This design comes from an exercise in tuning for small area, a short achievable clock period and few clock cycles per item on the open sky130 flow, not from production work. Function was checked by simulation only, so behaviour that the tests miss may differ from the original. No activity file was given, so power comes from the tool's default toggle rates.

--- design.v ---
package polymul_pkg;
	localparam int GF_M = 8;                           
	localparam logic [GF_M-1:0] FIELD_POLY = 8'h1B;   
	localparam int COEFS = 5;                          
	localparam int DEPTH = 8;                          
	localparam int ADDR_W = 3;
	localparam int WORD_W = COEFS * GF_M;
	localparam int STEPS = DEPTH * DEPTH;              
	localparam int BUS_ADR_W = 5;                      
	localparam logic [1:0] REGION_A = 2'd0;
	localparam logic [1:0] REGION_B = 2'd1;
	localparam logic [1:0] REGION_C = 2'd2;
	localparam logic [1:0] REGION_CTRL = 2'd3;
	localparam int STAT_BUSY = 0;                      
	localparam int STAT_DONE = 1;
	typedef logic [GF_M-1:0] coef_t;
	typedef union packed {
		logic [WORD_W-1:0] raw;
		coef_t [COEFS-1:0] coef;
	} poly_word_u;
	typedef struct packed {
		logic cyc;
		logic stb;
		logic we;
		logic [BUS_ADR_W-1:0] adr;
		logic [WORD_W-1:0] dat;
	} wb_req_t;
	typedef struct packed {
		logic ack;
		logic [WORD_W-1:0] dat;
	} wb_rsp_t;
	typedef struct packed {
		logic en;
		logic [ADDR_W-1:0] addr;
		poly_word_u data;
	} mem_wr_t;
endpackage
module gf_kpre (
	input logic [7:0] a,
	output logic [26:0] p
);
	function automatic logic [2:0] pre2(input logic [1:0] y);
		pre2 = {y[1] ^ y[0], y[1], y[0]};
	endfunction
	function automatic logic [8:0] pre4(input logic [3:0] x);
		pre4 = {pre2(x[3:2] ^ x[1:0]), pre2(x[3:2]), pre2(x[1:0])};
	endfunction
	assign p = {pre4(a[7:4] ^ a[3:0]), pre4(a[7:4]), pre4(a[3:0])};
endmodule
module gf_kpost (
	input logic [26:0] d,
	output logic [7:0] p
);
	function automatic logic [2:0] post2(input logic [2:0] e);
		post2 = {e[1], e[0] ^ e[1] ^ e[2], e[0]};
	endfunction
	function automatic logic [6:0] post4(input logic [8:0] e);
		logic [2:0] l, h, m;
		l = post2(e[2:0]);
		h = post2(e[5:3]);
		m = post2(e[8:6]);
		post4 = {4'b0, l} ^ {2'b0, m ^ l ^ h, 2'b0} ^ {h, 4'b0};
	endfunction
	logic [6:0] l, h, m;
	logic [14:0] w;
	always_comb begin
		l = post4(d[8:0]);
		h = post4(d[17:9]);
		m = post4(d[26:18]);
		w = {8'b0, l} ^ {4'b0, m ^ l ^ h, 4'b0} ^ {h, 8'b0};
		for (int i = 14; i >= 8; i--)
			if (w[i])
				w = w ^ (15'h11B << (i - 8));
		p = w[7:0];
	end
endmodule
module gf_mac_array (
	input logic clk,
	input logic [319:0] a,
	input logic [319:0] b,
	output logic [15:0] c
);
	localparam int N = 40;
	logic [26:0] ap [N];
	logic [26:0] bp [N];
	logic [26:0] h [2][5];
	logic [26:0] h_q [2][5];
	logic [26:0] d [2];
	for (genvar i = 0; i < N; i++) begin : g_pre
		gf_kpre u_pa (.a(a[8*i +: 8]), .p(ap[i]));
		gf_kpre u_pb (.a(b[8*i +: 8]), .p(bp[i]));
	end
	logic [26:0] t [2][64];
	always_comb begin
		for (int r = 0; r < 2; r++) begin
			for (int i = 0; i < 64; i++)
				t[r][i] = (i < N) ? (ap[i] & bp[(r - i + N) % N]) : '0;
			for (int w = 32; w >= 8; w = w / 2)
				for (int k = 0; k < w; k++)
					t[r][k] = t[r][2*k] ^ t[r][2*k+1];
			for (int k = 0; k < 5; k++)
				h[r][k] = t[r][k];
		end
	end
	always_ff @(posedge clk) begin
		for (int r = 0; r < 2; r++)
			for (int k = 0; k < 5; k++)
				h_q[r][k] <= h[r][k];
	end
	always_comb begin
		d[0] = h_q[0][0] ^ h_q[0][1] ^ h_q[0][2] ^ h_q[0][3] ^ h_q[0][4];
		d[1] = h_q[1][0] ^ h_q[1][1] ^ h_q[1][2] ^ h_q[1][3] ^ h_q[1][4];
	end
	for (genvar r = 0; r < 2; r++) begin : g_post
		gf_kpost u_post (.d(d[r]), .p(c[8*r +: 8]));
	end
endmodule
module polymul_wb (
	input logic clk,
	input logic rst_b,
	input logic wb_cyc_i,
	input logic wb_stb_i,
	input logic wb_we_i,
	input logic [4:0] wb_adr_i,
	input logic [39:0] wb_dat_i,
	output logic wb_ack_o,
	output logic [39:0] wb_dat_o
);
	localparam logic [1:0] R_A = 2'd0, R_B = 2'd1, R_C = 2'd2, R_CTRL = 2'd3;
	localparam int LAST = 20;           
	logic [319:0] a_mem;
	logic [319:0] b_mem;
	logic [319:0] c_mem;
	logic [15:0] c_new;
	logic busy, done;
	logic [4:0] cnt;
	logic busy_n, done_n;
	logic req, start, hit, rot;
	logic [1:0] rg;
	logic [2:0] wd;
	logic [39:0] rdat;
	logic [1:0] t_rg;
	logic [2:0] t_wd;
	logic v;                            
	logic [1:0] p_rg;
	logic [2:0] p_wd;
	logic [4:0] m1, m0;                 
	logic [1:0] t_rg_n, p_rg_n;
	logic [2:0] t_wd_n, p_wd_n;
	logic v_n, load;
	logic [4:0] m1_n, m0_n;
	logic [39:0] p_data;
	logic [39:0] rdat_n;
	assign req = wb_cyc_i & wb_stb_i;
	assign rg = wb_adr_i[4:3];
	assign wd = wb_adr_i[2:0];
	assign hit = &((wb_adr_i & m1) | (~wb_adr_i & m0));
	assign start = req & wb_we_i & (rg == R_CTRL) & ~busy;
	assign rot = start | (busy & (cnt != 5'(LAST)));
	assign wb_ack_o = req & (wb_we_i | hit);
	assign wb_dat_o = rdat;
	always_comb begin
		busy_n = busy;
		done_n = done;
		if (!rst_b) begin
			busy_n = 1'b0;
			done_n = 1'b0;
		end else if (start) begin
			busy_n = 1'b1;
			done_n = 1'b0;
		end else if (busy && cnt == 5'(LAST)) begin
			busy_n = 1'b0;
			done_n = 1'b1;
		end
	end
	always_ff @(posedge clk) begin
		busy <= busy_n;
		done <= done_n;
		if (!rst_b || start)
			cnt <= 5'd1;
		else if (busy)
			cnt <= cnt + 1'b1;
	end
	always_ff @(posedge clk) begin
		for (int w = 0; w < 8; w++)
			if (req && wb_we_i && rg == R_A && wd == 3'(w) && !busy)
				a_mem[40*w +: 40] <= wb_dat_i;
	end
	logic b_shift;
	logic [319:0] b_rot;
	assign b_shift = busy | wb_adr_i[4];
	assign b_rot = {b_mem[15:0], b_mem[319:16]};
	always_ff @(posedge clk) begin
		for (int w = 0; w < 8; w++)
			if (rot || (req && wb_we_i && rg == R_B && wd == 3'(w) && !busy))
				b_mem[40*w +: 40] <= b_shift ? b_rot[40*w +: 40] : wb_dat_i;
	end
	gf_mac_array u_mac (
		.clk(clk),
		.a(a_mem),
		.b(b_mem),
		.c(c_new)
	);
	always_ff @(posedge clk) begin
		if (busy)
			c_mem <= {c_new, c_mem[319:16]};
	end
	always_comb begin
		t_rg_n = t_rg;
		t_wd_n = t_wd;
		v_n = v;
		p_rg_n = p_rg;
		p_wd_n = p_wd;
		load = 1'b0;
		if (!rst_b || (req && wb_we_i)) begin
			t_rg_n = R_CTRL;
			v_n = 1'b1;
			p_rg_n = R_C;
			p_wd_n = '0;
		end else if (req && !hit && v) begin
			v_n = 1'b0;
			p_rg_n = rg;
			p_wd_n = wd;
		end else if (!v || (req && hit && (t_rg != R_CTRL || rdat[1]))) begin
			load = 1'b1;
			t_rg_n = p_rg;
			t_wd_n = p_wd;
			v_n = 1'b1;
			if (p_rg == R_CTRL) begin
				p_rg_n = R_C;
				p_wd_n = '0;
			end else
				p_wd_n = p_wd + 1'b1;
		end
		case (p_rg)
			R_A: p_data = a_mem[40*p_wd +: 40];
			R_C: p_data = c_mem[40*p_wd +: 40];
			R_CTRL: p_data = {38'b0, done_n, busy_n};
			default: p_data = '0;
		endcase
		if (load)
			rdat_n = p_data;
		else if (t_rg_n == R_CTRL)
			rdat_n = {38'b0, done_n, busy_n};
		else
			rdat_n = rdat;
	end
	assign m1_n = v_n ? {t_rg_n, t_rg_n[0] ? 3'b111 : t_wd_n} : 5'b0;
	assign m0_n = v_n ? {~t_rg_n, t_rg_n[0] ? 3'b111 : ~t_wd_n} : 5'b0;
	always_ff @(posedge clk) begin
		t_rg <= t_rg_n;
		t_wd <= t_wd_n;
		v <= v_n;
		p_rg <= p_rg_n;
		p_wd <= p_wd_n;
		m1 <= m1_n;
		m0 <= m0_n;
		rdat <= rdat_n;
	end
endmodule
--- standard.sh ---
#!/bin/bash
# synth_recipe.tcl (not shown) runs the flow's synth.tcl, then flattens the netlist and writes it again
# the make line also repeats each setting of config.mk as NAME=value (left out here)
make -C /OpenROAD-flow-scripts/flow DESIGN_CONFIG=/design/flow/config.mk WORK_HOME=/design/flow/orfs CLKGATE_MAP_FILE= SYNTH_SCRIPT=/design/flow/synth_recipe.tcl "${@:-finish}"
--- constraint.sdc ---
create_clock -name core_clock -period 7.0 [get_ports {clk}]
set_input_delay 1.4000 -clock core_clock [delete_from_list [all_inputs] [get_ports {clk}]]
set_output_delay 1.4000 -clock core_clock [all_outputs]
set_load 0.01 [all_outputs]
--- flow/run.sh ---
#!/bin/bash
# The standard layout, except that the port buffers are buf_4 cells
# rather than the delay-buffer cells buffer_ports picks by default.
set -euo pipefail
export BUFFER_PORTS_ARGS="-buffer_cell sky130_fd_sc_hd__buf_4"
bash standard.sh > layout.log 2>&1
--- config.mk ---
export PLATFORM = sky130hd
export DESIGN_NAME = polymul_wb
export DESIGN_NICKNAME = polymul_wb
export VERILOG_FILES = /design/flow/design.v
export SDC_FILE = /design/flow/constraint.sdc
export NUM_CORES = 4
export LEC_CHECK = 0
export ABC_CLOCK_PERIOD_IN_PS = 3500
export CAP_MARGIN = 30
export CORE_MARGIN = 2
export CORE_UTILIZATION = 25
export CTS_BUF_LIST = sky130_fd_sc_hd__clkbuf_8
export PLACE_DENSITY = 0.55
export SETUP_SLACK_MARGIN = 3.4
export SLEW_MARGIN = 30
==> results.cfg, run 1 <==
[status]
outcome = no timing/DRC/antenna violations

[global_routing]
grt_pass1_wl_um = 616000
grt_max_degree = 179
antenna_found_initial = 80
overflow = 0
grt_pass1_vias = 61942
groute.usage.overall_pct = 26.0

[timing]
fin_crit_sh_pct = 54.6
finalHoldViolations = 0
setup_tns_ns = 0
timing.fmax_mhz = 262
drv_slew = 0
maxSlewHeadroom_pct = 20.8
setup_viol = 0
rsz0062_at_grt = yes
worst_pin_slew_ns = 1.18
setup_slack_ns = 3.18
fin_crit_ns = 3.82
fin_skew_ns = 0.0796

[power_and_ir_drop]
vdd_drop_max_mv = 1.73
p_leak_nw = 34.0
power_density_mw_per_mm2 = 333

[detailed_routing]
via_count = 67759
routed_wl_um = 481000
drc = 0
drt_iter0_drc = 12007
viasPerCell = 5.06
firstDrtPassIters = 6
ant_nets = 0
routedWlPerCell_um = 35.9

[clock_network]
h-tree-depth = 4
clock_latency_ns = 1.11
cts_inserted_buffers = 226
root_buffer = clkbuf_8
clock_path_buffers = 3
cts_sinks = 1298
cts_tree = done
path_clk_slew_ns = 0.06
hold_buffers = 0

[synthesis]
ys_seq_elements = 1298
synth_flop_cell = edfxtp_1
synth_area_per_cell_um2 = 10.2
syn_area_mm2 = 0.0888
synth_cell_types = 45
async_reset_ff_share_pct = 0
yosys_warnings = 14
ys_seq_area_share_pct = 40.5
synth_nets = 8724
synthCells = 8671
synth-edff-count = 1000

[critical_path]
timing.rr.start = b_mem[11]
path_class = input pin to primary output
r2r_slack_ns = 3.36
cp-start-kind = input pin
r2r_cells = 9
worst_setup_path_end_kind = primary output
r2r-end = u_mac.h_q[5][26]
worstPathMaxFanout = 9
crit_required_ns = 5.60
cp.arrival_ns = 2.42

[die]
die_w_um = 600
initial_utilization_pct = 25.1
core_area_mm2 = 0.353
dieArea_mm2 = 0.360
ios = 91
rows = 218
dieHeight_um = 600

[final_layout]
n_fill_cell = 37071
multi_input_area_mm2 = 0.0505
syn_to_final_growth_pct = 12.3
regArea_mm2 = 0.0360
drive_gt1_share_pct = 10.5
final_common_cell = xnor2_1
design_area_mm2 = 0.0997
nets = 8458
mostFrequentLayoutCells = 3266 x xnor2_1, 1448 x nor2_1, 1000 x edfxtp_1

[hold_path]
holdCritStartpoint = c_mem[86]
whs_endpoint = c_mem[70]
whs_path_depth = 0
worstHoldPathType = flop to flop

[job]
maxCapViolCount = 0

[placement]
pre_cts_ws_ns = 2.65
numPortBuffers = 90
hpwl_um = 375000
placed_cell_area_mm2 = 0.0946
place_congestion = 1.09
worst max-delay path: stages:
cell and delay (ns):
buf_12 0.13, mux2i_1 0.13, or3_4 0.41, nor2_4 0.10, o211a_1 0.14, buf_4 0.11
metal layers:
metal,up-vias,share of wire [%],GRT usage (%)
met2,5706,40,36.5
met5,-,0.047,0
li1,27160,-,-
met3,1273,14,9.37
met1,33586,36,32.3
met4,34,9.2,20.1
stage by stage:
stage,utilization [%],cells,hold WS [ns],total power [mW]
3_5_place_dp,26.8,12901,0.430,25.1
6_report,28.2,13378,0.427,33.2
5_1_grt,28.2,13348,0.440,33.7
3_3_place_gp,26.7,12895,0.423,25.2
4_1_cts,28.2,13333,0.425,32.7
2_1_floorplan,-,8671,0.421,19.1
flip-flops by register name, summed over array words and instances, names as in the netlist:
name       flops
cnt            5
busy           1
t_wd           3
p_rg           2
m0             5
v              1
rdat          40
b_mem        320
u_mac.h_q    270
c_mem        320
m1             5
t_rg           2
p_wd           3
done           1
a_mem        320
cells in the mapped netlist (3+ instances only):
master | instances | share of area, %
xnor3_1 | 63 | 1.6
nand3_1 | 6 | 0.034
a21oi_1 | 6 | 0.034
a21o_1 | 320 | 2.7
o211ai_1 | 3 | 0.025
buf_1 | 35 | 0.15
dfxtp_1 | 298 | 6.7
clkbuf_1 | 738 | 3.1
ha_1 | 3 | 0.042
nor3_1 | 3 | 0.017
mux2i_1 | 5 | 0.056
xor2_1 | 315 | 3.1
edfxtp_1 | 1000 | 34
xnor2_1 | 3315 | 33
nor2_1 | 1457 | 6.2
nand2_1 | 692 | 2.9
inv_1 | 14 | 0.059
mux4_2 | 200 | 5.1
xnor2_2 | 10 | 0.18
mux2_2 | 4 | 0.051
nand2b_1 | 45 | 0.32
o21ai_0 | 14 | 0.079
and2_1 | 40 | 0.28
nor2b_1 | 54 | 0.38
xnor3_2 | 3 | 0.080
worst max path at each step:
stage	start	to	slack, ns	cells after the start
2_1_floorplan	busy	b_mem[0]	2.75	6
6_report	wb_adr_i[1]	wb_ack_o	3.18	6
5_1_grt	wb_adr_i[1]	wb_ack_o	3.14	6
3_5_place_dp	wb_adr_i[4]	b_mem[159]	2.65	6
4_1_cts	wb_adr_i[1]	wb_ack_o	3.19	6
3_3_place_gp	b_mem[11]	u_mac.h_q[5][26]	1.44	7
kinds of logic after synthesis:
group / count (synthesis) / share of synthesized area (%)
AOI/OAI and AO/OA: 352 / 2.92
buffers and inverters: 789 / 3.34
adders and majority gates: 3 / 0.0423
and+or+nand+nor: 2310 / 10.2
muxes: 209 / 5.18
xor gates and xnor gates: 3710 / 37.8
DFF: 1298 / 40.5
power breakdown:
part           switching, mW  leakage (nW)  internal [mW]
combinational           8.63          19.6           6.26
clock                   3.79          2.74           3.90
sequential              1.10          11.7           9.50
total                   13.5          34.0           19.7
final cells by class:
| type | instances | area share (%) |
|---|---|---|
| inverters | 14 | 0.0527 |
| multi-input cells | 6584 | 50.7 |
| clock buffers | 247 | 3.41 |
| clock inverters | 183 | 1.38 |
| flip-flops and latches | 1298 | 36.1 |
| diodes | 41 | 0.103 |
| repair buffers | 281 | 2.34 |
| well taps | 4730 | 5.94 |
timing repair:
item                       4_1_cts  5_1_grt
gates resized for setup         14        1
pin swaps                        3        0
buffers inserted                 2        1
setup endpoints to repair        4       10
Testbench counts, summed over its fixed seeds: cycles 2,208, runs 48.
==> run 2, diff against run 1 <==
--- a/config.mk
+++ b/config.mk
@@ -11,5 +11,5 @@
 export CORE_UTILIZATION = 25
 export CTS_BUF_LIST = sky130_fd_sc_hd__clkbuf_8
 export PLACE_DENSITY = 0.55
-export SETUP_SLACK_MARGIN = 3.4
+export SETUP_SLACK_MARGIN = 3.3
 export SLEW_MARGIN = 30
==> results.cfg, run 2 <==
[status]
outcome = no timing/DRC/antenna violations

[detailed_routing]
ant_nets = 0
viasPerCell = 5.06
drt_iter0_drc = 12000
via_count = 67686
drc = 0
routed_wl_um = 480000
routedWlPerCell_um = 35.9
firstDrtPassIters = 9

[placement]
hpwl_um = 375000
place_congestion = 1.09
pre_cts_ws_ns = 2.65
numPortBuffers = 90

[die]
die_w_um = 600
core_area_mm2 = 0.353
dieArea_mm2 = 0.360
ios = 91
rows = 218
dieHeight_um = 600
initial_utilization_pct = 25.1

[power_and_ir_drop]
p_sw_mw = 13.5
intPower_mw = 19.7
clkPwrFrac_pct = 23.2
p_sw_share_pct = 40.7
p_leak_nw = 34.0
vdd_drop_max_mv = 1.72
power_density_mw_per_mm2 = 333
pwr-share-seq_pct = 32.0
pwr-share-comb_pct = 44.8

[synthesis]
synth_nets = 8724
yosysMostFrequentCell = xnor2_1
synth_top_cell_area_share_pct = 33.8
syn_area_mm2 = 0.0888
synth.area.mux_share_pct = 5.18
synthCells = 8671
ys_seq_elements = 1298
synth_cell_types = 45
ys_seq_area_share_pct = 40.5
yosys_warnings = 14
synth_area_per_cell_um2 = 10.2
synth_common_cells = 3315 x xnor2_1, 1457 x nor2_1, 1000 x edfxtp_1
synth_top_family_by_area = XOR/XNOR gates
async_reset_ff_share_pct = 0
synth-compound-area-share_pct = 2.92
synth-edff-count = 1000
synth_simple_gate_area_share_pct = 10.2
synthAdderAreaFrac_pct = 0.0423
synth_flop_cell = edfxtp_1
netlist.top_cell.by_area = edfxtp_1
netlist_top_cells_area = edfxtp_1 34%, xnor2_1 33%, dfxtp_1 6.7%, nor2_1 6.2%, mux4_2 5.1%
synth_xor_area_share_pct = 37.8

[timing]
finalHoldViolations = 0
maxSlewHeadroom_pct = 21.5
setup_viol = 0
fin_crit_sh_pct = 54.6
rsz0062_at_grt = yes
setup_slack_ns = 3.18
drv_slew = 0
worst_pin_slew_ns = 1.17
timing.fmax_mhz = 262
fin_skew_ns = 0.0804
setup_tns_ns = 0
fin_crit_ns = 3.82

[critical_path]
worst_setup_path_end_kind = primary output
crit_required_ns = 5.60
cp.arrival_ns = 2.42
cp-start-kind = input pin
path_cells = buf_12, mux2i_1, or3_4, nor2_4, o211a_1, buf_4
worstPathMaxFanout = 9
cpPeakStageDelay_ns = 0.41
cpMaxStageDelayCell = or3_4
path_class = input pin to primary output

[global_routing]
grt_pass1_vias = 61943
grt_max_degree = 179
overflow = 0
groute.usage.overall_pct = 26.0
antenna_found_initial = 80
grt_pass1_wl_um = 616000

[final_layout]
nets = 8458
largest_registers = a_mem: 320 flops, b_mem: 320 flops, c_mem: 320 flops
n_fill_cell = 37070
final_common_cell = xnor2_1
mostFrequentLayoutCells = 3266 x xnor2_1, 1448 x nor2_1, 1000 x edfxtp_1
drive_gt1_share_pct = 10.5
syn_to_final_growth_pct = 12.2

[job]
maxCapViolCount = 0

[hold_path]
worstHoldPathType = flop to flop

[clock_network]
path_clk_slew_ns = 0.06
clock_latency_ns = 1.10
root_buffer = clkbuf_8
clock_path_buffers = 3
h-tree-depth = 4
cts_sinks = 1298
cts_inserted_buffers = 226
cts_tree = done
[run 2: critical path: cells and delay by family]
family	cells	cell delay, ns
mux	1	0.13
compound gates	1	0.14
simple gates	2	0.51
buf+inv	2	0.24
[run 2: timing repair]
item | in CTS | in global routing
resized for setup | 11 | 1
endpoints found under the setup margin | 1 | 3
hold endpoints to repair | 0 | 0
setup buffers | 2 | 1
hold buffers | 0 | 0
pin swaps | 3 | 0
[run 2: power by group through the flow]
stage | registers [mW] | clock network [mW] | logic (mW)
after floorplan | 9.89 | 0 | 9.20
after global placement | 10.7 | 0 | 14.5
after detailed placement | 10.6 | 0 | 14.5
after CTS | 10.5 | 7.64 | 14.6
after global routing | 10.6 | 7.95 | 15.1
final | 10.6 | 7.69 | 14.9
[run 2: area by class of cell]
class                           instances  area (um^2)  area share (%)
Timing Repair Buffer                  281         2320            2.33
Clock inverter                        183         1380            1.38
Inverter                               14         52.6          0.0527
Antenna cell                           41          103           0.103
Multi-Input combinational cell       6584        50500            50.7
Clock buffer                          247         3400            3.41
Sequential cell                      1298        36000            36.1
Tap cell                             4730         5920            5.94
[run 2: worst paths after layout]
path	start	endpoint	slack (ns)	depth (start not counted)
setup / recovery	wb_adr_i[1]	wb_ack_o	3.18	6
hold / removal	c_mem[284]	c_mem[268]	0.43	0
setup reg to reg	a_mem[199]	u_mac.h_q[8][25]	3.41	6
hold reg to reg	c_mem[284]	c_mem[268]	0.43	0
[run 2: metal layers]
metal	share of wire (%)	wire length [um]	track usage, %
met5	0.055	264	0
met4	9.1	43900	20.1
met3	14	65800	9.37
met2	40	194000	36.5
met1	37	176000	32.3
[run 2: kinds of logic (layout without fill, tap and decap cells)]
family                     count (synthesis)  after routing
and+or+nand+nor                         2310           2310
AOI/OAI and AO/OA                        352            352
buffers and inverters                    789            725
xor gates and xnor gates                3710           3710
other                                      0             41
adders and majority gates                  3              3
muxes                                    209            209
DFF                                     1298           1298
[run 2: metrics by stage]
step | area, um^2 | total power, mW | hold slack (ns) | util (%) | cells
global placement | 94200 | 25.2 | 0.423 | 26.7 | 12895
global route | 99600 | 33.7 | 0.440 | 28.2 | 13348
CTS | 99400 | 32.7 | 0.425 | 28.2 | 13333
detailed placement | 94600 | 25.1 | 0.430 | 26.8 | 12901
floorplan | 89000 | 19.1 | 0.421 | - | 8671
finish | 99700 | 33.1 | 0.427 | 28.2 | 13378
==> run 3, diff against run 2 <==
--- a/config.mk
+++ b/config.mk
@@ -10,6 +10,6 @@
 export CORE_MARGIN = 2
 export CORE_UTILIZATION = 25
 export CTS_BUF_LIST = sky130_fd_sc_hd__clkbuf_8
-export PLACE_DENSITY = 0.55
-export SETUP_SLACK_MARGIN = 3.3
+export PLACE_DENSITY = 0.62
+export SETUP_SLACK_MARGIN = 3.4
 export SLEW_MARGIN = 30
==> results.cfg, run 3 <==
[synthesis]
syn_area_mm2 = 0.0888
netlist.top_cell.by_area = edfxtp_1
ys_seq_elements = 1298
synth_area_per_cell_um2 = 10.2
netlist_top_cells_area = edfxtp_1 34%, xnor2_1 33%, dfxtp_1 6.7%, nor2_1 6.2%, mux4_2 5.1%
yosys_warnings = 14
synth-edff-count = 1000
synth_common_cells = 3315 x xnor2_1, 1457 x nor2_1, 1000 x edfxtp_1
synth_top_cell_area_share_pct = 33.8
synthCells = 8671
ys_seq_area_share_pct = 40.5
async_reset_ff_share_pct = 0
synth_cell_types = 45
yosysMostFrequentCell = xnor2_1
synth_flop_cell = edfxtp_1
synth_nets = 8724

[timing]
setup_viol = 0
drv_slew = 0
worst_pin_slew_ns = 1.19
finalHoldViolations = 0
maxSlewHeadroom_pct = 20.2
fin_crit_ns = 3.83
fin_crit_sh_pct = 54.7
timing.fmax_mhz = 261
setup_slack_ns = 3.17
rsz0062_at_grt = yes
fin_skew_ns = 0.101
setup_tns_ns = 0

[hold_path]
whs_endpoint = c_mem[48]
holdCritStartpoint = c_mem[64]
worstHoldPathType = flop to flop
whs_path_depth = 0

[die]
dieArea_mm2 = 0.360
initial_utilization_pct = 25.1
die_w_um = 600
rows = 218
dieHeight_um = 600
core_area_mm2 = 0.353
ios = 91

[clock_network]
clock_path_buffers = 3
cts_inserted_buffers = 220
h-tree-depth = 4
path_clk_slew_ns = 0.08
root_buffer = clkbuf_8
hold_buffers = 0
cts_sinks = 1298
cts_tree = done
clock_latency_ns = 1.07

[critical_path]
path_cells = xnor2_1, xnor2_1, xnor2_1, nor2_1, xnor2_1, xnor2_1, xnor2_1
r2r_cells = 7
worst_setup_path_end_kind = flop
path_class = flop to flop
worst-path-buf-inv = 0
critPathMostFrequentCell = xnor2_1
r2r_slack_ns = 3.17
cpMaxStageDelayCell = edfxtp_1
cp_top_family = XOR/XNOR gates
cp-start-kind = flop
timing.rr.start = a_mem[127]
r2r-end = u_mac.h_q[1][26]
cp.arrival_ns = 4.76
crit_required_ns = 7.93
worstPathMaxFanout = 6
cpPeakStageDelay_ns = 0.91

[power_and_ir_drop]
p_leak_nw = 34.0
vdd_drop_max_mv = 0.904
power_density_mw_per_mm2 = 316

[global_routing]
grt_pass1_wl_um = 603000
groute.usage.overall_pct = 25.3
grt_max_degree = 201
overflow = 0
grt_pass1_vias = 62580
antenna_found_initial = 77

[final_layout]
regArea_mm2 = 0.0360
nets = 8466
multi_input_area_mm2 = 0.0504
syn_to_final_growth_pct = 12.2
largest_registers = a_mem: 320 flops, b_mem: 320 flops, c_mem: 320 flops
drive_gt1_share_pct = 10.7
mostFrequentLayoutCells = 3277 x xnor2_1, 1447 x nor2_1, 1000 x edfxtp_1
n_fill_cell = 37022
final_common_cell = xnor2_1

[placement]
place_congestion = 1.07
pre_cts_ws_ns = 2.93
numPortBuffers = 90
hpwl_um = 373000

[detailed_routing]
routed_wl_um = 469000
viasPerCell = 5.14
drc = 0
drt_iter0_drc = 13491
firstDrtPassIters = 8
via_count = 68802
routedWlPerCell_um = 35.1
ant_nets = 0

[job]
maxCapViolCount = 0

[status]
outcome = no timing/DRC/antenna violations
[run 3: cell counts after synthesis]
No cell type changed its count.
[run 3: repair_timing]
| action | CTS | global route |
|---|---|---|
| pin swaps | 4 | 1 |
| gates resized for setup | 10 | 6 |
| endpoints found under the setup margin | 42 | 4 |
| buffers inserted | 3 | 3 |
[run 3: worst max-delay path by stage]
stage	endpoint	slack, ns	startpoint	depth (start not counted)
floorplan	b_mem[0]	2.75	busy	6
global placement	u_mac.h_q[5][26]	2.11	b_mem[10]	7
detailed placement	b_mem[179]	2.93	wb_adr_i[4]	6
CTS	wb_ack_o	3.20	wb_adr_i[1]	6
global route	wb_ack_o	3.15	wb_adr_i[2]	6
finish	u_mac.h_q[1][26]	3.17	a_mem[127]	7
[run 3: metal layers]
metal	GRT usage, %	up-vias	share of wire, %
met2	35.4	6179	40
met5	0	-	0.064
li1	-	27171	-
met1	31.8	33991	36
met3	9.75	1419	15
met4	17.6	42	8.4
[run 3: final cells by class]
| type | count | area share, % |
|---|---|---|
| Multi-Input combinational cell | 6584 | 50.6 |
| Sequential cell | 1298 | 36.2 |
| Tap cell | 4730 | 5.94 |
| Clock buffer | 259 | 3.58 |
| Timing Repair Buffer | 295 | 2.36 |
| Clock inverter | 159 | 1.22 |
| Antenna cell | 43 | 0.108 |
| Inverter | 14 | 0.0528 |
[run 3: kinds of logic after synthesis]
group | share of synthesized area (%)
XOR/XNOR | 37.8
AND/OR/NAND/NOR | 10.2
flip-flops | 40.5
buffers and inverters | 3.34
AO/OA/AOI/OAI | 2.92
multiplexers | 5.18
adder cells (fa/ha/maj) | 0.0423
[run 3: metrics by stage]
step | cell area, um^2 | utilization [%] | hold WS [ns] | instances | total power, mW
3_3_place_gp | 94200 | 26.7 | 0.422 | 12908 | 23.5
3_5_place_dp | 94500 | 26.7 | 0.428 | 12912 | 23.4
2_1_floorplan | 89000 | - | 0.421 | 8671 | 19.1
4_1_cts | 99300 | 28.1 | 0.401 | 13333 | 31.0
6_report | 99600 | 28.2 | 0.413 | 13382 | 31.5
5_1_grt | 99500 | 28.2 | 0.424 | 13347 | 32.0
[run 3: power by group]
group,switching (mW),internal (mW)
sequential,1.10,9.53
combinational,7.25,5.95
clock,3.77,3.88
total,12.1,19.4
==> run 4, diff against run 3 <==
--- a/config.mk
+++ b/config.mk
@@ -10,6 +10,7 @@
 export CORE_MARGIN = 2
 export CORE_UTILIZATION = 25
 export CTS_BUF_LIST = sky130_fd_sc_hd__clkbuf_8
-export PLACE_DENSITY = 0.62
+export GPL_ROUTABILITY_DRIVEN = 0
+export PLACE_DENSITY = 0.55
 export SETUP_SLACK_MARGIN = 3.4
 export SLEW_MARGIN = 30
==> results.cfg, run 4 <==
[synthesis]
synthAdderAreaFrac_pct = 0.0423
yosysMostFrequentCell = xnor2_1
synth_flop_cell = edfxtp_1
synth_cell_types = 45
synth.area.mux_share_pct = 5.18
synth-edff-count = 1000
synth_top_cell_area_share_pct = 33.8
netlist.top_cell.by_area = edfxtp_1
synthCells = 8671
synth_area_per_cell_um2 = 10.2
yosys_warnings = 14
async_reset_ff_share_pct = 0
synth_simple_gate_area_share_pct = 10.2
ys_seq_elements = 1298
synth_top_family_by_area = XOR/XNOR gates
synth_common_cells = 3315 x xnor2_1, 1457 x nor2_1, 1000 x edfxtp_1
ys_seq_area_share_pct = 40.5
syn_area_mm2 = 0.0888
synth_xor_area_share_pct = 37.8
netlist_top_cells_area = edfxtp_1 34%, xnor2_1 33%, dfxtp_1 6.7%, nor2_1 6.2%, mux4_2 5.1%
synth_nets = 8724
synth-compound-area-share_pct = 2.92

[clock_network]
clock_latency_ns = 1.10
path_clk_slew_ns = 0.07
cts_tree = done
clock_path_buffers = 3
hold_buffers = 0
cts_sinks = 1298
h-tree-depth = 4
cts_inserted_buffers = 224
root_buffer = clkbuf_8

[placement]
pre_cts_ws_ns = 2.84
hpwl_um = 354000
placed_cell_area_mm2 = 0.0942
numPortBuffers = 90

[critical_path]
cp-start-kind = input pin
cp.arrival_ns = 2.37
path_class = input pin to primary output
cpMaxStageDelayCell = mux2_4
path_cells = buf_12, mux2_4, o211ai_1, nor2_4, o211a_1, buf_6
worstPathMaxFanout = 2
r2r-end = u_mac.h_q[3][23]
crit_required_ns = 5.60
cpPeakStageDelay_ns = 0.28
r2r_slack_ns = 3.41
worst_setup_path_end_kind = primary output
r2r_cells = 6
timing.rr.start = a_mem[231]

[timing]
worst_pin_slew_ns = 1.31
finalHoldViolations = 0
setup_tns_ns = 0
fin_skew_ns = 0.109
rsz0062_at_grt = yes
timing.fmax_mhz = 265
setup_slack_ns = 3.23
fin_crit_sh_pct = 53.8
maxSlewHeadroom_pct = 11.7
drv_slew = 0
setup_viol = 0
fin_crit_ns = 3.77

[hold_path]
whs_path_depth = 0
whs_endpoint = c_mem[282]
worstHoldPathType = flop to flop
holdCritStartpoint = c_mem[298]

[power_and_ir_drop]
p_sw_mw = 11.9
p_sw_share_pct = 38.6
intPower_mw = 18.9
pwr-share-comb_pct = 42.4
clkPwrFrac_pct = 23.3
pwr-share-seq_pct = 34.3
vdd_drop_max_mv = 0.993
power_density_mw_per_mm2 = 311
p_leak_nw = 33.7

[detailed_routing]
routed_wl_um = 458000
drc = 0
ant_nets = 0
firstDrtPassIters = 8
via_count = 68298
viasPerCell = 5.12
routedWlPerCell_um = 34.3
drt_iter0_drc = 12895

[final_layout]
syn_to_final_growth_pct = 11.4
drive_gt1_share_pct = 9.94
largest_registers = a_mem: 320 flops, b_mem: 320 flops, c_mem: 320 flops
final_common_cell = xnor2_1
mostFrequentLayoutCells = 3281 x xnor2_1, 1448 x nor2_1, 1000 x edfxtp_1
nets = 8431
n_fill_cell = 37036
design_area_mm2 = 0.0989

[global_routing]
groute.usage.overall_pct = 24.8
grt_max_degree = 160
overflow = 0
grt_pass1_wl_um = 594000
grt_pass1_vias = 62103
antenna_found_initial = 59

[die]
core_area_mm2 = 0.353
rows = 218
initial_utilization_pct = 25.1
dieHeight_um = 600
die_w_um = 600
dieArea_mm2 = 0.360
ios = 91

[status]
outcome = no timing/DRC/antenna violations

[job]
maxCapViolCount = 0
-- run 4: cell counts after synthesis --
Identical to the previous run, type by type.
-- run 4: critical path, delay by kind of cell --
| family | cells | cell delay, ns |
|---|---|---|
| multiplexers | 1 | 0.28 |
| buffers and inverters | 2 | 0.22 |
| AND/OR/NAND/NOR | 1 | 0.07 |
| AO/OA/AOI/OAI | 2 | 0.39 |
-- run 4: cell type report --
class,count,area [um^2],share of cell area (%)
diodes,45,113,0.114
clock buffers,242,3330,3.37
clock inverters,181,1110,1.12
inverters,14,52.6,0.0531
multi-input cells,6584,50400,50.9
flip-flops and latches,1298,36000,36.4
well taps,4730,5920,5.98
repair buffers,256,2070,2.09
-- run 4: what timing repair did --
| action | CTS | global route |
|---|---|---|
| setup endpoints to repair | 4 | 146 |
| setup buffers | 4 | 0 |
| gates resized for setup | 18 | 3 |
| pin swaps | 4 | 1 |
-- run 4: worst max-delay path by stage --
stage	startpoint	end	slack (ns)	depth (start not counted)
3_3_place_gp	b_mem[11]	u_mac.h_q[5][26]	2.37	7
2_1_floorplan	busy	b_mem[0]	2.75	6
4_1_cts	wb_adr_i[2]	wb_ack_o	3.22	6
5_1_grt	wb_adr_i[4]	wb_ack_o	3.18	6
3_5_place_dp	wb_adr_i[4]	a_mem[126]	2.84	5
6_report	wb_adr_i[2]	wb_ack_o	3.23	6
-- run 4: cell families after synthesis --
logic type	after synthesis
xor gates and xnor gates	3710
muxes	209
DFF	1298
adders and majority gates	3
and+or+nand+nor	2310
buffers and inverters	789
AOI/OAI and AO/OA	352
-- run 4: through the flow --
| step | utilization (%) | instances | hold slack [ns] | total power [mW] |
|---|---|---|---|---|
| 6_report | 28.0 | 13350 | 0.402 | 30.8 |
| 5_1_grt | 28.0 | 13309 | 0.409 | 31.3 |
| 4_1_cts | 27.9 | 13304 | 0.396 | 30.2 |
| 3_5_place_dp | 26.7 | 12877 | 0.428 | 23.1 |
| 3_3_place_gp | 26.6 | 12876 | 0.423 | 23.1 |
| 2_1_floorplan | - | 8671 | 0.421 | 19.1 |
-- run 4: metal layers --
metal	global-route usage, %	wire, um	vias to the layer above
li1	-	-	27126
met1	30.3	162000	33467
met2	34.0	180000	6258
met3	10.4	72700	1429
met4	19.3	43500	18
met5	0	116	-
-- run 4: power by group through the flow --
| stage | Sequential (mW) | Combinational [mW] | Clock [mW] |
|---|---|---|---|
| finish | 10.6 | 13.0 | 7.17 |
| detailed placement | 10.6 | 12.5 | 0 |
| global route | 10.5 | 13.4 | 7.41 |
| floorplan | 9.89 | 9.20 | 0 |
| global placement | 10.6 | 12.5 | 0 |
| CTS | 10.4 | 12.7 | 7.09 |
==> run 5, diff against run 4 <==
--- a/config.mk
+++ b/config.mk
@@ -12,5 +12,5 @@
 export CTS_BUF_LIST = sky130_fd_sc_hd__clkbuf_8
 export GPL_ROUTABILITY_DRIVEN = 0
 export PLACE_DENSITY = 0.55
-export SETUP_SLACK_MARGIN = 3.4
+export SETUP_SLACK_MARGIN = 3.2
 export SLEW_MARGIN = 30
==> results.cfg, run 5 <==
[synthesis]
synth_xor_area_share_pct = 37.8
synthCells = 8671
synthAdderAreaFrac_pct = 0.0423
ys_seq_elements = 1298
syn_area_mm2 = 0.0888
synth_cell_types = 45
ys_seq_area_share_pct = 40.5
synth_area_per_cell_um2 = 10.2
async_reset_ff_share_pct = 0
synth-compound-area-share_pct = 2.92
synth.area.mux_share_pct = 5.18
synth-edff-count = 1000
synth_nets = 8724
netlist.top_cell.by_area = edfxtp_1
synth_simple_gate_area_share_pct = 10.2
yosysMostFrequentCell = xnor2_1
synth_top_cell_area_share_pct = 33.8
yosys_warnings = 14
synth_top_family_by_area = XOR/XNOR gates
netlist_top_cells_area = edfxtp_1 34%, xnor2_1 33%, dfxtp_1 6.7%, nor2_1 6.2%, mux4_2 5.1%
synth_common_cells = 3315 x xnor2_1, 1457 x nor2_1, 1000 x edfxtp_1
synth_flop_cell = edfxtp_1

[final_layout]
largest_registers = a_mem: 320 flops, b_mem: 320 flops, c_mem: 320 flops
drive_gt1_share_pct = 9.92
n_fill_cell = 37040
syn_to_final_growth_pct = 11.4
mostFrequentLayoutCells = 3283 x xnor2_1, 1448 x nor2_1, 1000 x edfxtp_1
final_common_cell = xnor2_1
nets = 8432

[timing]
setup_viol = 0
finalHoldViolations = 0
setup_tns_ns = 0
drv_slew = 0
maxSlewHeadroom_pct = 15.6
fin_crit_ns = 3.81
setup_slack_ns = 3.19
timing.fmax_mhz = 263
fin_skew_ns = 0.108
fin_crit_sh_pct = 54.4
worst_pin_slew_ns = 1.26
rsz0062_at_grt = yes
fin_hold_ws_ns = 0.406

[clock_network]
cts_inserted_buffers = 224
h-tree-depth = 4
cts_tree = done
hold_buffers = 0
clock_latency_ns = 1.09
clock_path_buffers = 3
root_buffer = clkbuf_8
path_clk_slew_ns = 0.07
cts_sinks = 1298

[critical_path]
crit_required_ns = 5.60
path_class = input pin to primary output
worst_setup_path_end_kind = primary output
cp.arrival_ns = 2.41
cpMaxStageDelayCell = or3_4
cpPeakStageDelay_ns = 0.41
r2r_cells = 7
path_cells = buf_12, mux2i_1, or3_4, nor2_4, o211a_1, buf_6
cp-start-kind = input pin
worstPathMaxFanout = 2

[placement]
hpwl_um = 354000
numPortBuffers = 90
pre_cts_ws_ns = 2.84

[detailed_routing]
drt_iter0_drc = 13202
firstDrtPassIters = 7
routed_wl_um = 458000
via_count = 68218
drc = 0
ant_nets = 0
viasPerCell = 5.11
routedWlPerCell_um = 34.3

[die]
initial_utilization_pct = 25.1
die_w_um = 600
dieHeight_um = 600
ios = 91
dieArea_mm2 = 0.360
rows = 218
core_area_mm2 = 0.353

[global_routing]
groute.usage.overall_pct = 24.8
grt_pass1_vias = 62020
antenna_found_initial = 60
grt_pass1_wl_um = 594000
grt_max_degree = 160
overflow = 0

[power_and_ir_drop]
vdd_drop_max_mv = 1.00
p_leak_nw = 33.7
power_mw = 30.8
power_density_mw_per_mm2 = 311

[job]
maxCapViolCount = 0

[hold_path]
whs_path_depth = 0
worstHoldPathType = flop to flop

[status]
outcome = no timing/DRC/antenna violations
## run 5: metrics by stage
step / instance area, um^2 / instances / utilization [%]
5_1_grt: 98800 / 13315 / 28.0
2_1_floorplan: 89000 / 8671 / -
3_3_place_gp: 94000 / 12876 / 26.6
4_1_cts: 98700 / 13301 / 27.9
3_5_place_dp: 94200 / 12877 / 26.7
6_report: 98900 / 13354 / 28.0
## run 5: kinds of logic (layout without fill, tap and decap cells)
logic type | after synthesis | count (layout)
adder cells (fa/ha/maj) | 3 | 3
AND/OR/NAND/NOR | 2310 | 2310
AO/OA/AOI/OAI | 352 | 352
multiplexers | 209 | 209
other | 0 | 48
XOR/XNOR | 3710 | 3710
flip-flops | 1298 | 1298
buffers and inverters | 789 | 694
## run 5: final cells by class
cell class              count  area [um^2]  share of cell area (%)
repair buffers            257         2060                    2.08
multi-input cells        6584        50300                    50.9
flip-flops and latches   1298        36000                    36.4
clock inverters           181         1110                    1.12
clock buffers             242         3330                    3.37
well taps                4730         5920                    5.98
inverters                  14         52.6                  0.0531
diodes                     48          120                   0.121
## run 5: timing repair
item / in CTS / in global routing
setup endpoints to repair: 1 / 79
hold endpoints to repair: 0 / 0
pin swaps: 4 / 3
setup buffers: 1 / 3
gates resized for setup: 10 / 5
## run 5: path summary, 6_finish.rpt
| kind | startpoint | to | slack, ns |
|---|---|---|---|
| setup / recovery | wb_adr_i[1] | wb_ack_o | 3.19 |
| hold / removal | c_mem[298] | c_mem[282] | 0.41 |
| setup reg to reg | u_mac.h_q[8][10] | c_mem[313] | 3.45 |
| hold reg to reg | c_mem[298] | c_mem[282] | 0.41 |
## run 5: metal layers
metal | part of all wire [%] | GRT usage [%]
met3 | 16 | 10.3
met5 | 0.065 | 0
met4 | 9.4 | 19.2
met2 | 39 | 34.0
met1 | 35 | 30.4
## run 5: worst max-delay path, delay by kind of cell
| kind | cells | cell delay [ns] |
|---|---|---|
| buffers and inverters | 2 | 0.20 |
| AO/OA/AOI/OAI | 1 | 0.16 |
| AND/OR/NAND/NOR | 2 | 0.53 |
| multiplexers | 1 | 0.12 |
## run 5: power by group
| group | internal [mW] | switching (mW) |
|---|---|---|
| clock network | 3.49 | 3.66 |
| registers | 9.50 | 1.05 |
| logic | 5.91 | 7.18 |
==> run 6, diff against run 5 <==
--- a/config.mk
+++ b/config.mk
@@ -11,6 +11,6 @@
 export CORE_UTILIZATION = 25
 export CTS_BUF_LIST = sky130_fd_sc_hd__clkbuf_8
 export GPL_ROUTABILITY_DRIVEN = 0
-export PLACE_DENSITY = 0.55
-export SETUP_SLACK_MARGIN = 3.2
+export PLACE_DENSITY = 0.5
+export SETUP_SLACK_MARGIN = 3.4
 export SLEW_MARGIN = 30
==> results.cfg, run 6 <==
[timing]
rsz0062_at_grt = yes
fin_crit_sh_pct = 54.5
setup_slack_ns = 3.19
setup_tns_ns = 0
fin_hold_ws_ns = 0.432
fin_crit_ns = 3.81
maxSlewHeadroom_pct = 16.7
setup_viol = 0
fin_skew_ns = 0.0965
drv_slew = 0
finalHoldViolations = 0
timing.fmax_mhz = 262
worst_pin_slew_ns = 1.24

[die]
dieArea_mm2 = 0.360
rows = 218
ios = 91
core_area_mm2 = 0.353
die_w_um = 600
dieHeight_um = 600
initial_utilization_pct = 25.1

[power_and_ir_drop]
power_density_mw_per_mm2 = 318
pwr-share-seq_pct = 33.0
power_mw = 31.7
vdd_drop_max_mv = 0.943
clkPwrFrac_pct = 24.7
intPower_mw = 19.4
p_leak_nw = 33.8
p_sw_share_pct = 38.7
pwr-share-comb_pct = 42.3
p_sw_mw = 12.3

[synthesis]
synthCells = 8671
syn_area_mm2 = 0.0888
ys_seq_area_share_pct = 40.5
synth_cell_types = 45
yosysMostFrequentCell = xnor2_1
synth_top_cell_area_share_pct = 33.8
synth_common_cells = 3315 x xnor2_1, 1457 x nor2_1, 1000 x edfxtp_1
synth_flop_cell = edfxtp_1
netlist_top_cells_area = edfxtp_1 34%, xnor2_1 33%, dfxtp_1 6.7%, nor2_1 6.2%, mux4_2 5.1%
yosys_warnings = 14
ys_seq_elements = 1298
synth_area_per_cell_um2 = 10.2
synth_nets = 8724
async_reset_ff_share_pct = 0
netlist.top_cell.by_area = edfxtp_1
synth-edff-count = 1000

[final_layout]
fin_cells = 13361
final_common_cell = xnor2_1
regArea_mm2 = 0.0360
drive_gt1_share_pct = 10.5
final_util_pct = 28.2
mostFrequentLayoutCells = 3293 x xnor2_1, 1448 x nor2_1, 1000 x edfxtp_1
multi_input_area_mm2 = 0.0503
n_fill_cell = 36737
syn_to_final_growth_pct = 12.1
nets = 8452
largest_registers = a_mem: 320 flops, b_mem: 320 flops, c_mem: 320 flops
design_area_mm2 = 0.0996

[detailed_routing]
ant_nets = 0
viasPerCell = 5.13
routedWlPerCell_um = 34.8
drt_iter0_drc = 12124
via_count = 68479
drc = 0
routed_wl_um = 464000
firstDrtPassIters = 6

[clock_network]
hold_buffers = 0
clock_latency_ns = 1.10
cts_sinks = 1298
h-tree-depth = 4
root_buffer = clkbuf_8
path_clk_slew_ns = 0.07
cts_inserted_buffers = 220
cts_tree = done
clock_path_buffers = 3

[global_routing]
overflow = 0
grt_max_degree = 180
grt_pass1_wl_um = 600000
antenna_found_initial = 71
groute.usage.overall_pct = 25.0
grt_pass1_vias = 64174

[placement]
hpwl_um = 362000
placed_cell_area_mm2 = 0.0943
pre_cts_ws_ns = 1.98
dpl.cell_count = 12891
numPortBuffers = 90

[critical_path]
r2r_slack_ns = 3.34
cp-start-kind = input pin
timing.rr.start = b_mem[8]
r2r_cells = 6
path_class = input pin to primary output
r2r-end = u_mac.h_q[5][8]
worst_setup_path_end_kind = primary output
cp.arrival_ns = 2.41
crit_required_ns = 5.60
worstPathMaxFanout = 8

[status]
outcome = no timing/DRC/antenna violations

[hold_path]
worstHoldPathType = flop to flop
whs_endpoint = c_mem[276]
whs_path_depth = 0
holdCritStartpoint = c_mem[292]

[job]
maxCapViolCount = 0
[run 6: cell counts after synthesis]
Identical to the previous run, type by type.
[run 6: worst max path at each step]
stage,cells past startpoint,endpoint,slack [ns],from
floorplan,6,b_mem[0],2.75,busy
global placement,7,u_mac.h_q[4][26],1.87,b_mem[13]
detailed placement,6,b_mem[121],1.98,wb_adr_i[4]
CTS,6,wb_ack_o,3.20,wb_adr_i[4]
global route,6,wb_ack_o,3.17,wb_adr_i[3]
finish,6,wb_ack_o,3.19,wb_adr_i[3]
[run 6: worst max-delay path, stage by stage]
cell and delay [ns]:
buf_6 0.12, mux2i_1 0.12, or3_4 0.41, nor2_4 0.10, o211a_1 0.16, buf_6 0.10
[run 6: area by class of cell]
type,instances,share of cell area [%]
Multi-Input combinational cell,6585,50.5
Tap cell,4730,5.94
Clock inverter,157,1.33
Inverter,14,0.0528
Clock buffer,260,3.59
Antenna cell,37,0.0930
Timing Repair Buffer,280,2.32
Sequential cell,1298,36.2
[run 6: routing by layer]
metal	vias to the layer above	share of wire, %	track usage [%]
met2	5770	40	34.6
met1	34190	37	31.3
met4	22	9.2	19.4
met3	1375	14	9.26
met5	-	0.032	0
li1	27122	-	-
[run 6: kinds of logic after synthesis]
kind of cell             Yosys count  synth area share, %
AO/OA/AOI/OAI                    352                 2.92
adder cells (fa/ha/maj)            3               0.0423
XOR/XNOR                        3710                 37.8
AND/OR/NAND/NOR                 2310                 10.2
buffers and inverters            789                 3.34
multiplexers                     209                 5.18
flip-flops                      1298                 40.5
[run 6: power groups by stage]
stage	combinational [mW]	sequential (mW)	clock, mW
after floorplan	9.20	9.89	0
after global placement	12.9	10.5	0
after detailed placement	13.0	10.5	0
after CTS	13.1	10.4	7.82
after global routing	13.7	10.4	8.11
final	13.4	10.5	7.82
[run 6: timing repair]
item                                    in CTS  in global routing
gates cloned                                 1                  0
pin swaps                                    4                  4
gates resized for setup                     16                  3
endpoints found under the setup margin      70                 86
setup buffers                                4                  9
==> run 7, diff against run 6 <==
--- a/config.mk
+++ b/config.mk
@@ -9,8 +9,10 @@
 export CAP_MARGIN = 30
 export CORE_MARGIN = 2
 export CORE_UTILIZATION = 25
-export CTS_BUF_LIST = sky130_fd_sc_hd__clkbuf_8
+export CTS_BUF_LIST = sky130_fd_sc_hd__clkbuf_16
+export CTS_CLUSTER_DIAMETER = 90
+export CTS_CLUSTER_SIZE = 16
 export GPL_ROUTABILITY_DRIVEN = 0
-export PLACE_DENSITY = 0.5
+export PLACE_DENSITY = 0.55
 export SETUP_SLACK_MARGIN = 3.4
 export SLEW_MARGIN = 30
==> results.cfg, run 7 <==
[power_and_ir_drop]
power_mw = 29.8
vdd_drop_max_mv = 1.00
p_sw_share_pct = 38.7
power_density_mw_per_mm2 = 304
clkPwrFrac_pct = 20.7
intPower_mw = 18.3
pwr-share-comb_pct = 43.9
pwr-share-seq_pct = 35.4
p_leak_nw = 32.9
p_sw_mw = 11.5

[critical_path]
path_class = input pin to primary output
cp_top_family = compound AO/OA/AOI/OAI gates
worst-path-buf-inv = 2
cp.arrival_ns = 2.36
crit_required_ns = 5.60
cp-start-kind = input pin
path_cells = buf_12, mux2_4, o211ai_1, nor2_4, o211a_1, buf_6
worst_setup_path_end_kind = primary output
cpPeakStageDelay_ns = 0.28
worstPathMaxFanout = 2
cpMaxStageDelayCell = mux2_4

[final_layout]
mostFrequentLayoutCells = 3281 x xnor2_1, 1448 x nor2_1, 1000 x edfxtp_1
syn_to_final_growth_pct = 10.2
largest_registers = a_mem: 320 flops, b_mem: 320 flops, c_mem: 320 flops
n_fill_cell = 36988
nets = 8312
final_common_cell = xnor2_1
drive_gt1_share_pct = 8.29

[synthesis]
yosys_warnings = 14
synth_top_cell_area_share_pct = 33.8
async_reset_ff_share_pct = 0
synth-edff-count = 1000
synth_cell_types = 45
synth_nets = 8724
yosysMostFrequentCell = xnor2_1
synth_area_per_cell_um2 = 10.2
synth_common_cells = 3315 x xnor2_1, 1457 x nor2_1, 1000 x edfxtp_1
netlist_top_cells_area = edfxtp_1 34%, xnor2_1 33%, dfxtp_1 6.7%, nor2_1 6.2%, mux4_2 5.1%
netlist.top_cell.by_area = edfxtp_1
syn_area_mm2 = 0.0888
synth_flop_cell = edfxtp_1
ys_seq_area_share_pct = 40.5
ys_seq_elements = 1298
synthCells = 8671

[die]
rows = 218
die_w_um = 600
core_area_mm2 = 0.353
ios = 91
initial_utilization_pct = 25.1
dieArea_mm2 = 0.360
dieHeight_um = 600

[clock_network]
h-tree-depth = 3
clock_latency_ns = 0.86
path_clk_slew_ns = 0.08
clock_path_buffers = 3
hold_buffers = 0
root_buffer = clkbuf_16
cts_sinks = 1298
cts_inserted_buffers = 104
cts_tree = done

[timing]
rsz0062_at_grt = yes
drv_slew = 0
maxSlewHeadroom_pct = 18.2
setup_tns_ns = 0
fin_skew_ns = 0.0647
setup_viol = 0
timing.fmax_mhz = 266
worst_pin_slew_ns = 1.22
fin_crit_sh_pct = 53.7
fin_crit_ns = 3.76
finalHoldViolations = 0

[detailed_routing]
via_count = 67502
drc = 0
viasPerCell = 5.14
firstDrtPassIters = 6
ant_nets = 0
drt_iter0_drc = 13321
routedWlPerCell_um = 34.8
routed_wl_um = 457000

[status]
outcome = no timing/DRC/antenna violations

[global_routing]
grt_max_degree = 160
groute.usage.overall_pct = 24.6
grt_pass1_wl_um = 591000
antenna_found_initial = 75
grt_pass1_vias = 61159
overflow = 0

[placement]
numPortBuffers = 90
hpwl_um = 354000

[job]
maxCapViolCount = 0

[hold_path]
worstHoldPathType = flop to flop
[run 7: cell counts after synthesis]
No cell type changed its count.
[run 7: layer usage]
metal  part of all wire (%)  wire, um  vias to the layer above  GRT usage [%]
li1                       -         -                    26804              -
met2                     40    181000                     6052           34.0
met5                  0.058       265                        -              0
met4                    9.1     41400                       24           18.7
met3                     16     71100                     1311           10.0
met1                     36    163000                    33311           30.4
[run 7: worst register-to-register path: cells and delay by family, from the launching register on]
| family | cells | cell delay [ns] |
|---|---|---|
| xor+xnor | 7 | 2.97 |
| flops | 1 | 0.45 |
[run 7: final timing paths]
| path | from | end | slack (ns) | depth (start not counted) |
|---|---|---|---|---|
| hold / removal | c_mem[282] | c_mem[266] | 0.43 | 0 |
| hold reg to reg | c_mem[282] | c_mem[266] | 0.43 | 0 |
| setup / recovery | wb_adr_i[2] | wb_ack_o | 3.24 | 6 |
| setup reg to reg | u_mac.h_q[3][6] | c_mem[307] | 3.37 | 7 |
[run 7: per-stage QoR]
stage / hold WS [ns] / setup slack, ns / std cells / util [%] / cell area [um^2]
floorplan: 0.421 / 2.75 / 8671 / - / 89000
global placement: 0.423 / 2.37 / 12876 / 26.6 / 94000
detailed placement: 0.428 / 2.84 / 12877 / 26.7 / 94200
CTS: 0.432 / 3.22 / 13078 / 27.6 / 97600
global route: 0.443 / 3.18 / 13094 / 27.7 / 97700
finish: 0.428 / 3.24 / 13135 / 27.7 / 97800
[run 7: repair_timing]
item	in CTS	in global routing
buffers inserted	4	0
resized for setup	16	3
setup endpoints to repair	1	169
pin swaps	4	1
gates cloned	0	1
[run 7: kinds of logic after synthesis]
group / count (synthesis) / synth area share [%]
adders and majority gates: 3 / 0.0423
AOI/OAI and AO/OA: 352 / 2.92
xor gates and xnor gates: 3710 / 37.8
and+or+nand+nor: 2310 / 10.2
buffers and inverters: 789 / 3.34
muxes: 209 / 5.18
DFF: 1298 / 40.5
[run 7: power groups by stage]
| stage | sequential [mW] | clock, mW | combinational [mW] |
|---|---|---|---|
| final | 10.5 | 6.16 | 13.1 |
| after global routing | 10.5 | 6.37 | 13.4 |
| after CTS | 10.4 | 6.11 | 12.7 |
| after detailed placement | 10.6 | 0 | 12.5 |
| after global placement | 10.6 | 0 | 12.5 |
| after floorplan | 9.89 | 0 | 9.20 |
[run 7: layout make-up]
class                   instances  area, um^2  area share (%)
multi-input cells            6584       50400            51.5
flip-flops and latches       1298       36000            36.8
well taps                    4730        5920            6.05
clock buffers                 106        2650            2.71
repair buffers                257        2080            2.13
clock inverters                91         639           0.653
diodes                         55         138           0.141
inverters                      14        52.6          0.0537
==> run 8, diff against run 7 <==
--- a/config.mk
+++ b/config.mk
@@ -13,6 +13,6 @@
 export CTS_CLUSTER_DIAMETER = 90
 export CTS_CLUSTER_SIZE = 16
 export GPL_ROUTABILITY_DRIVEN = 0
-export PLACE_DENSITY = 0.55
+export PLACE_DENSITY = 0.58
 export SETUP_SLACK_MARGIN = 3.4
 export SLEW_MARGIN = 30
==> results.cfg, run 8 <==
[status]
outcome = no timing/DRC/antenna violations

[synthesis]
netlist.top_cell.by_area = edfxtp_1
synth_cell_types = 45
synthCells = 8671
synth_nets = 8724
synth_flop_cell = edfxtp_1
ys_seq_area_share_pct = 40.5
synth_area_per_cell_um2 = 10.2
yosys_warnings = 14
netlist_top_cells_area = edfxtp_1 34%, xnor2_1 33%, dfxtp_1 6.7%, nor2_1 6.2%, mux4_2 5.1%
synth_common_cells = 3315 x xnor2_1, 1457 x nor2_1, 1000 x edfxtp_1
synth-edff-count = 1000
ys_seq_elements = 1298
yosysMostFrequentCell = xnor2_1
async_reset_ff_share_pct = 0
synth_top_cell_area_share_pct = 33.8
syn_area_mm2 = 0.0888

[timing]
worst_pin_slew_ns = 1.20
setup_slack_ns = 3.22
finalHoldViolations = 0
fin_crit_sh_pct = 54.0
timing.fmax_mhz = 264
setup_tns_ns = 0
fin_skew_ns = 0.0412
drv_slew = 0
setup_viol = 0
rsz0062_at_grt = yes
fin_crit_ns = 3.78
maxSlewHeadroom_pct = 19.5

[final_layout]
regArea_mm2 = 0.0360
largest_registers = a_mem: 320 flops, b_mem: 320 flops, c_mem: 320 flops
final_common_cell = xnor2_1
syn_to_final_growth_pct = 9.36
n_fill_cell = 37011
mostFrequentLayoutCells = 3297 x xnor2_1, 1448 x nor2_1, 1000 x edfxtp_1
drive_gt1_share_pct = 7.50
nets = 8276
multi_input_area_mm2 = 0.0502
final_util_pct = 27.5
fin_cells = 13082

[detailed_routing]
drt_iter0_drc = 12765
drc = 0
ant_nets = 0
firstDrtPassIters = 6
via_count = 66860
viasPerCell = 5.11
routedWlPerCell_um = 33.2
routed_wl_um = 434000

[job]
maxCapViolCount = 0

[placement]
dpl.cell_count = 12851
numPortBuffers = 90
hpwl_um = 345000
pre_cts_ws_ns = 2.79

[die]
core_area_mm2 = 0.353
initial_utilization_pct = 25.1
rows = 218
ios = 91
dieHeight_um = 600
die_w_um = 600
dieArea_mm2 = 0.360

[critical_path]
crit_required_ns = 5.60
cp-start-kind = input pin
critPathMostFrequentCell = buf_6
cpPeakStageDelay_ns = 0.39
cpMaxStageDelayCell = or3_4
path_class = input pin to primary output
worst-path-buf-inv = 2
worst_setup_path_end_kind = primary output
cp_top_family = simple AND/OR/NAND/NOR gates
r2r_slack_ns = 3.31
worstPathMaxFanout = 6
path_cells = buf_6, mux2i_1, or3_4, nor2_4, o211a_1, buf_6
cp.arrival_ns = 2.38

[clock_network]
hold_buffers = 0
path_clk_slew_ns = 0.08
root_buffer = clkbuf_16
h-tree-depth = 3
cts_sinks = 1298
clock_path_buffers = 3
cts_tree = done
clock_latency_ns = 0.81
cts_inserted_buffers = 98

[global_routing]
grt_max_degree = 110
groute.usage.overall_pct = 23.3
antenna_found_initial = 68
overflow = 0
grt_pass1_wl_um = 564000
grt_pass1_vias = 60884

[power_and_ir_drop]
vdd_drop_max_mv = 0.789
p_leak_nw = 32.5
power_density_mw_per_mm2 = 303

[hold_path]
worstHoldPathType = flop to flop
[run 8: cell counts after synthesis]
Identical to the previous run, type by type.
[run 8: final timing paths]
kind,start,endpoint,cells after the start
min,c_mem[54],c_mem[38],0
min reg2reg,c_mem[54],c_mem[38],0
max,wb_adr_i[4],wb_ack_o,6
max reg2reg,b_mem[8],u_mac.h_q[5][26],7
[run 8: cell families (layout without fill, tap and decap cells)]
logic type	count (synthesis)	in the layout	synth area share, %
mux	209	209	5.18
other cells	0	44	0
buf+inv	789	426	3.34
fa+ha+maj	3	3	0.0423
xor+xnor	3710	3710	37.8
compound gates	352	352	2.92
flops	1298	1298	40.5
simple gates	2310	2310	10.2
[run 8: layer usage]
metal,global-route usage (%),wire length [um]
met1,28.8,154000
met2,32.4,172000
met3,9.64,69100
met4,17.2,39300
met5,0,252
[run 8: power by group]
part / internal, mW / switching (mW) / total [mW]
sequential: 9.47 / 1.07 / 10.5
clock: 2.70 / 3.16 / 5.86
combinational: 5.83 / 7.18 / 13.0
total: 18.0 / 11.4 / 29.4
[run 8: per-stage QoR]
stage,total power [mW],cell area [um^2],hold slack (ns)
3_3_place_gp,23.1,93700,0.422
3_5_place_dp,23.2,93800,0.429
6_report,29.4,97100,0.419
5_1_grt,30.0,97000,0.445
4_1_cts,28.9,96900,0.426
2_1_floorplan,19.1,89000,0.421
[run 8: timing repair]
action	CTS	global route
pin swaps	4	1
setup buffers	2	0
setup endpoints to repair	2	77
gates resized for setup	13	3
[run 8: cell type report]
cell class	count	share of cell area [%]
Clock buffer	100	2.58
Timing Repair Buffer	227	1.82
Clock inverter	85	0.558
Inverter	14	0.0541
Antenna cell	44	0.113
Multi-Input combinational cell	6584	51.7
Sequential cell	1298	37.1
Tap cell	4730	6.09
[run 8: worst reg2reg max path: stages (launching register included)]
cell and delay (ns):
edfxtp_1 0.61, xnor2_1 0.92, xnor2_2 0.50, xnor2_2 0.69
nor2_1 0.12, xnor2_1 0.24, xnor2_1 0.11, xnor2_1 0.37
==> run 9, diff against run 8 <==
--- a/config.mk
+++ b/config.mk
@@ -13,6 +13,6 @@
 export CTS_CLUSTER_DIAMETER = 90
 export CTS_CLUSTER_SIZE = 16
 export GPL_ROUTABILITY_DRIVEN = 0
-export PLACE_DENSITY = 0.58
+export PLACE_DENSITY = 0.6
 export SETUP_SLACK_MARGIN = 3.4
 export SLEW_MARGIN = 30
==> results.cfg, run 9 <==
[synthesis]
ys_seq_elements = 1298
synthCells = 8671
ys_seq_area_share_pct = 40.5
async_reset_ff_share_pct = 0
synth-edff-count = 1000
synth_top_cell_area_share_pct = 33.8
yosys_warnings = 14
synth_common_cells = 3315 x xnor2_1, 1457 x nor2_1, 1000 x edfxtp_1
synth_flop_cell = edfxtp_1
synth_nets = 8724
netlist.top_cell.by_area = edfxtp_1
syn_area_mm2 = 0.0888
yosysMostFrequentCell = xnor2_1
synth_cell_types = 45
synth_area_per_cell_um2 = 10.2
netlist_top_cells_area = edfxtp_1 34%, xnor2_1 33%, dfxtp_1 6.7%, nor2_1 6.2%, mux4_2 5.1%

[power_and_ir_drop]
p_leak_nw = 32.7
power_mw = 29.9
vdd_drop_max_mv = 1.15
power_density_mw_per_mm2 = 306

[clock_network]
h-tree-depth = 3
hold_buffers = 0
path_clk_slew_ns = 0.08
root_buffer = clkbuf_16
cts_sinks = 1298
clock_latency_ns = 0.82
clock_path_buffers = 3
cts_tree = done
cts_inserted_buffers = 98

[critical_path]
cp.arrival_ns = 2.49
path_class = input pin to primary output
path_depth = 7
cpPeakStageDelay_ns = 0.29
cp-start-kind = input pin
worstPathMaxFanout = 2
worst_setup_path_end_kind = primary output
cpMaxStageDelayCell = mux2_4
worst-path-buf-inv = 3
path_cells = buf_12, mux2_4, o211ai_1, buf_4, nor2_4, o211a_1, buf_6
crit_required_ns = 5.60
cp_top_family = buffers and inverters
r2r_cells = 7

[global_routing]
groute.usage.overall_pct = 22.7
overflow = 0
grt_pass1_wl_um = 551000
grt_pass1_vias = 60689
grt_max_degree = 158
antenna_found_initial = 80

[die]
die_w_um = 600
core_area_mm2 = 0.353
rows = 218
initial_utilization_pct = 25.1
ios = 91
dieArea_mm2 = 0.360
dieHeight_um = 600

[timing]
fin_crit_ns = 3.89
fin_hold_ws_ns = 0.445
setup_viol = 0
rsz0062_at_grt = yes
maxSlewHeadroom_pct = 17.0
fin_crit_sh_pct = 55.6
timing.fmax_mhz = 257
fin_skew_ns = 0.0428
drv_slew = 0
finalHoldViolations = 0
setup_tns_ns = 0
worst_pin_slew_ns = 1.24
setup_slack_ns = 3.11

[final_layout]
largest_registers = a_mem: 320 flops, b_mem: 320 flops, c_mem: 320 flops
nets = 8313
drive_gt1_share_pct = 8.15
n_fill_cell = 36779
mostFrequentLayoutCells = 3298 x xnor2_1, 1447 x nor2_1, 1000 x edfxtp_1
final_common_cell = xnor2_1
syn_to_final_growth_pct = 10.1
design_area_mm2 = 0.0977

[detailed_routing]
routed_wl_um = 424000
firstDrtPassIters = 6
ant_nets = 0
drc = 0
viasPerCell = 5.09
via_count = 66976
routedWlPerCell_um = 32.2
drt_iter0_drc = 12748

[job]
maxCapViolCount = 0

[placement]
numPortBuffers = 90
pre_cts_ws_ns = 2.53
hpwl_um = 333000
placed_cell_area_mm2 = 0.0938

[hold_path]
whs_path_depth = 0
worstHoldPathType = flop to flop

[status]
outcome = no timing/DRC/antenna violations
## run 9: changes by cell type in the layout (fill, tap and decap cells not counted), moves of 4 or more
| cell | change |
|---|---|
| inv_6 | -5 |
| o21ai_0 | -4 |
| buf_4 | +16 |
| and2_1 | -10 |
| buf_6 | +8 |
| diode_2 | +39 |
| and2_2 | +10 |
| buf_12 | +8 |
## run 9: kinds of logic after synthesis
family	after synthesis	synth area share [%]
fa+ha+maj	3	0.0423
xor+xnor	3710	37.8
simple gates	2310	10.2
flops	1298	40.5
mux	209	5.18
compound gates	352	2.92
buf+inv	789	3.34
## run 9: through the flow
| stage | instances | utilization (%) |
|---|---|---|
| 6_report | 13155 | 27.7 |
| 3_5_place_dp | 12846 | 26.6 |
| 2_1_floorplan | 8671 | - |
| 5_1_grt | 13126 | 27.6 |
| 3_3_place_gp | 12846 | 26.5 |
| 4_1_cts | 13044 | 27.5 |
## run 9: power breakdown
group          total, mW  switching, mW  internal [mW]
Sequential          10.5           1.00           9.46
Combinational       13.5           7.63           5.90
Clock               5.92           3.15           2.77
Total               29.9           11.8           18.1
## run 9: cell type report
| cell class | instances | area, um^2 | area share, % |
|---|---|---|---|
| Clock inverter | 81 | 574 | 0.588 |
| Tap cell | 4730 | 5920 | 6.06 |
| Antenna cell | 83 | 208 | 0.213 |
| Multi-Input combinational cell | 6590 | 50300 | 51.5 |
| Clock buffer | 101 | 2530 | 2.59 |
| Timing Repair Buffer | 258 | 2120 | 2.17 |
| Inverter | 14 | 52.6 | 0.0538 |
| Sequential cell | 1298 | 36000 | 36.8 |
## run 9: what timing repair did
action,in CTS,in global routing
cloned,1,5
endpoints found under the setup margin,20,203
buffers inserted,15,23
endpoints found under the hold margin,0,0
resized for setup,17,40
pin swaps,5,13
## run 9: layer usage
| layer | global-route usage (%) | wire, um |
|---|---|---|
| met3 | 9.96 | 70700 |
| met5 | 0 | 141 |
| met4 | 16.4 | 38000 |
| met1 | 27.9 | 148000 |
| met2 | 31.2 | 167000 |
## run 9: worst paths after layout
kind	start	endpoint	slack [ns]
setup / recovery	wb_adr_i[2]	wb_ack_o	3.11
hold / removal	c_mem[45]	c_mem[29]	0.44
setup reg to reg	a_mem[199]	u_mac.h_q[8][26]	3.34
hold reg to reg	c_mem[45]	c_mem[29]	0.44
## run 9: worst register-to-register path, stage by stage, from the launching register on
cell	delay [ns]
edfxtp_1	0.64
xnor2_1	0.58
xor2_1	0.71
xnor2_1	0.42
nor2b_1	0.72
xnor2_1	0.18
xnor2_1	0.17
xnor2_1	0.13

==> afterwards: timing with drivers on the ports <==
Ports are ideal in the flow. The routed layouts listed here were re-timed in OpenROAD.
Step 1 sets driving cells, clkbuf_16 on the clock port and buf_2 on the other inputs (assumed; they add their load-dependent delay and slew).
Step 2 times the ports against the registers' clock, not the clock port: input delays grow and output delays shrink by t, the midpoint of the rising clock arrivals with the driver on.
a / b / c = no drivers / after step 1 / after step 2; a / b = the first two.
run | t, ns | setup slack, ns
run 1 | 1.146 | 3.179 / 3.103 / 2.538
run 2 | 1.144 | 3.179 / 3.104 / 2.556
run 3 | 1.107 | 3.171 / 3.136 / 2.937
run 4 | 1.133 | 3.232 / 3.185 / 2.630
run 5 | 1.127 | 3.192 / 3.140 / 2.759
run 6 | 1.140 | 3.188 / 3.151 / 2.382
run 7 | 0.913 | 3.239 / 3.192 / 2.657
run 8 | 0.884 | 3.218 / 3.168 / 2.734
run 9 | 0.893 | 3.109 / 3.058 / 2.491
After both steps setup and hold are still met in every run listed.
